Context: an optimization exercise on an open-source flow, tuned for small area and few clock cycles. The choices shown serve that exercise and are no tape-out recipe.
Function was checked by simulation only, so behaviour that the tests miss may differ from the original.
Power and IR drop assume default switching activity.

## dcache
module dcache (
  input  logic        CLK,
  input  logic        nRST,
  input  logic        dmemren,
  input  logic        dmemwen,
  input  logic [31:0] dmemaddr,
  input  logic [31:0] dmemstore,
  input  logic        halt,
  output logic        dhit,
  output logic [31:0] dmemload,
  output logic        flushed,
  output logic        dren,
  output logic        dwen,
  output logic [31:0] daddr,
  output logic [31:0] dstore,
  input  logic [31:0] dload,
  input  logic        dwait
);
  localparam logic [29:0] HC_WORD = 30'h0000_0C40;   
  localparam logic [1:0] G_NONE = 2'd0, G_DEM = 2'd1, G_VB = 2'd2, G_CNT = 2'd3;
  logic [25:0] tag_q  [0:15];
  logic [31:0] dat0_q [0:15];
  logic [31:0] dat1_q [0:15];
  logic [15:0] wv0_q, wv1_q;    
  logic [15:0] wd0_q, wd1_q;    
  logic [7:0]  lru_q;           
  logic [28:0] vb_blk_q;
  logic [31:0] vb_w0_q, vb_w1_q;
  logic [1:0]  vb_d_q;          
  logic [31:0] hit_cnt_q;
  logic        cnt_done_q;
  logic [2:0]  ridx;
  logic [25:0] rtag;
  logic        rw;
  logic [15:0] fd;              
  logic        any_fd;
  logic [3:0]  pe_f;            
  logic [2:0]  sidx;
  logic [25:0] tag0, tag1;
  logic        v0, v1, m0, m1, thit, hway, vway, away;
  logic        xway;
  logic [3:0]  xf;
  logic [31:0] s0_w0, s0_w1, s1_w0, s1_w1;
  logic [31:0] s0_rd, s1_rd, x_w0, x_w1;
  logic [25:0] x_tag;
  logic [1:0]  x_d, v_d;
  logic        ok0, ok1, word_ok;
  assign ridx = dmemaddr[5:3];
  assign rtag = dmemaddr[31:6];
  assign rw   = dmemaddr[2];
  assign fd     = wd0_q | wd1_q;
  assign any_fd = |fd;
  always_comb begin
    pe_f = 4'd0;
    for (int i = 15; i >= 0; i--) begin
      if (fd[i]) pe_f = 4'(i);
    end
  end
  assign sidx = halt ? pe_f[3:1] : ridx;
  assign tag0 = tag_q[{sidx, 1'b0}];
  assign tag1 = tag_q[{sidx, 1'b1}];
  assign v0   = wv0_q[{sidx, 1'b0}] | wv1_q[{sidx, 1'b0}];
  ...
Size in the first run: roughly 6,100 cells after synthesis, about 1,600 flip-flops, roughly 200 I/O pins.
==> flow/config.mk <==
export PLATFORM = sky130hd
export DESIGN_NAME = dcache
export DESIGN_NICKNAME = dcache
export VERILOG_FILES = /design/flow/design.v
export SDC_FILE = /design/flow/constraint.sdc
export NUM_CORES = 4
export LEC_CHECK = 0
export CAP_MARGIN = 20
export CORE_MARGIN = 2
export CORE_UTILIZATION = 40
export CTS_BUF_LIST = sky130_fd_sc_hd__clkbuf_4
export CTS_CLUSTER_DIAMETER = 50
export CTS_CLUSTER_SIZE = 10
export SLEW_MARGIN = 20
==> flow/constraint.sdc <==
create_clock -name core_clock -period 12.0 [get_ports {CLK}]
set_input_delay 2.4000 -clock core_clock [delete_from_list [all_inputs] [get_ports {CLK}]]
set_output_delay 2.4000 -clock core_clock [all_outputs]
set_load 0.01 [all_outputs]
run.sh (not shown) runs the stock make flow with config.mk's settings and CLKGATE_MAP_FILE= SYNTH_SCRIPT=/design/flow/synth_recipe.tcl, a recipe that flattens the netlist after the stock synthesis.
The baseline went through all stages and came out clean.
Testbench counts at the start, summed over its fixed seeds: cycles 4,131.
Next try:
Settings changed: CTS_CLUSTER_DIAMETER 50 to 40, CTS_CLUSTER_SIZE 10 to 8.
=>
- maximum frequency increases slightly
- worst hold slack barely changes
- clock power went up by a quarter to a third
- global-route usage is higher by 0.15 points
- sequential share of layout area goes down by 0.85 points
- final cell count goes up slightly
- synthesized area does not change
- utilization went up by 0.63 points
- worst setup slack gains 67 ps
- non-clock buffer count is unchanged
Next try:
Settings changed: CORE_UTILIZATION 40 to 55, CTS_CLUSTER_DIAMETER 40 to 45, CTS_CLUSTER_SIZE 8 to 9, PLACE_DENSITY set to 0.65.
What happened: The changed run produced a clean layout. Synthesized area is unchanged. Final cell count went down by 8.3%. Total power went down by 4.5%. Final area went down by 2.2%. Sequential power hardly moves. Critical path depth went down by 1. Global-route usage went up by 8.3 points. First-iteration DRC count went up by 5.1%. Fmax went down by 1.2%. Worst setup slack degrades by 140 ps.
Next try:
Settings changed: CORE_UTILIZATION 55 to 60, CTS_BUF_LIST sky130_fd_sc_hd__clkbuf_4 to sky130_fd_sc_hd__clkbuf_4 sky130_fd_sc_hd__clkbuf_8, CTS_CLUSTER_DIAMETER 45 to not set, CTS_CLUSTER_SIZE 9 to not set, PLACE_DENSITY 0.65 to 0.7.
The changed run passed the timing, DRC and antenna checks.
Design area went up by 3.6%.
Setup slack improves by 160 ps.
Synthesized cell count is unchanged.
Register-to-register slack is about the same.
Critical path depth came out higher by 2.
Via count increases by 3.0%.
Cell count rises by 0.56%.

Starting RTL as in the previous note.
==> flow/design.v (excerpt) <==
module dcache (
  input  logic        CLK,
  input  logic        nRST,
  input  logic        dmemren,
  input  logic        dmemwen,
  input  logic [31:0] dmemaddr,
  input  logic [31:0] dmemstore,
  input  logic        halt,
  output logic        dhit,
  output logic [31:0] dmemload,
  output logic        flushed,
  output logic        dren,
  output logic        dwen,
  output logic [31:0] daddr,
  output logic [31:0] dstore,
  input  logic [31:0] dload,
  input  logic        dwait
);
export LEC_CHECK = 0
export CAP_MARGIN = 20
export CORE_MARGIN = 2
export CORE_UTILIZATION = 40
export CTS_BUF_LIST = sky130_fd_sc_hd__clkbuf_8
export CTS_CLUSTER_DIAMETER = 60
export CTS_CLUSTER_SIZE = 18
export SLEW_MARGIN = 20
create_clock -name core_clock -period 12.0 [get_ports {CLK}]
The starting point finished with timing, DRC and antenna clean.
Testbench counts at the start, summed over its fixed seeds: cycles 4,131.
Then changed:
- CTS_BUF_LIST: sky130_fd_sc_hd__clkbuf_8 -> unset
- CTS_CLUSTER_DIAMETER: 60 -> unset
- CTS_CLUSTER_SIZE: 18 -> unset
The changed run completed without violations; wire length went up by 0.49%; critical path depth stays the same; total power goes up by 11%; utilization came out higher by 1.5 points; clock-buffer cell count rose by 102; synthesized area is unchanged; non-clock buffer count stays the same; maximum frequency stays flat; design area went up by 3.3%; cell count went up by 1.0%.
Then changed:
- ABC_AREA: unset -> 1
Result: The new run completed with no timing, DRC or antenna violations. Via count rose by 7.2%. Hold slack degrades by 0.016 ns. Core utilization hardly moves. Total power rose by 7.8%. Sequential power rose by about 3%. Critical path depth rose by 11. Worst setup slack improves by 0.18 ns. Cell area stays flat. Maximum frequency rose by 1.6%. Register-to-register slack improves by 1.0 ns. Routed wire length rose by 2.1%.
Then changed:
- ABC_AREA: 1 -> unset
- CTS_BUF_LIST: unset -> sky130_fd_sc_hd__clkbuf_8
- CTS_CLUSTER_DIAMETER: unset -> 50
- CTS_CLUSTER_SIZE: unset -> 14
=> Wire length is lower by 2.2%. Critical path depth is lower by 10. Non-clock buffer count is higher by 20. Power is lower by 15%. Via count is lower by 6.6%. Clock skew is higher by 0.027 ns. Synthesized area hardly moves. Global-route usage is lower by 0.51 points.
Then changed:
- CORE_UTILIZATION: 40 -> 65
- CTS_BUF_LIST: sky130_fd_sc_hd__clkbuf_8 -> sky130_fd_sc_hd__clkbuf_4
- CTS_CLUSTER_DIAMETER: 50 -> 40
- CTS_CLUSTER_SIZE: 14 -> 8
- PLACE_DENSITY: unset -> 0.75
Effect: Setup slack got worse by 0.0052 ns; core utilization grows by 27 points; clock-buffer cell count goes up by 136; die area drops by 38%; combinational power is about the same; synthesized cell count does not change; clock power fell by 8.7%; sequential cell count is unchanged; fmax is about the same; synthesized area stays the same.

[what the ideal ports hide]
How much do the figures lean on ideal ports? The routed layouts below were timed once more, with nothing changed but the port constraints.
Step 1 (the two cells are an assumption about what drives the block):
set clk [get_ports {CLK}]
set_driving_cell -lib_cell sky130_fd_sc_hd__clkbuf_16 $clk
set_driving_cell -lib_cell sky130_fd_sc_hd__buf_2 [delete_from_list [all_inputs] $clk]
Step 2 times the ports against the registers' clock, not the clock port: input delays grow and output delays shrink by t, the midpoint of the rising clock arrivals with the driver on.
Slacks: ideal ports / drivers / drivers and shift; pairs: ideal ports / drivers.
| run | t, ns | setup WS [ns] | slew at the worst register clock pin (ns) |
|---|---|---|---|
| the first run of note 1 | 1.372 | 0.646 / 0.517 / 0.517 | 0.12 / 0.12 |
| the second run of note 1 | 1.351 | 0.713 / 0.572 / 0.572 | 0.10 / 0.10 |
| the third run of note 1 | 1.345 | 0.571 / 0.504 / 0.504 | 0.12 / 0.12 |
| the fourth run of note 1 | 1.047 | 0.727 / 0.703 / 0.703 | 0.07 / 0.07 |
| the first run of note 2 | 1.002 | 0.652 / 0.505 / 0.505 | 0.12 / 0.12 |
| the second run of note 2 | 0.871 | 0.633 / 0.490 / 0.490 | 0.06 / 0.06 |
| the third run of note 2 | 0.906 | 0.812 / 0.743 / 0.743 | 0.07 / 0.07 |
| the fourth run of note 2 | 1.022 | 0.661 / 0.514 / 0.514 | 0.10 / 0.10 |
| the fifth run of note 2 | 1.272 | 0.656 / 0.509 / 0.509 | 0.11 / 0.11 |
After both steps every run listed still meets setup and hold.
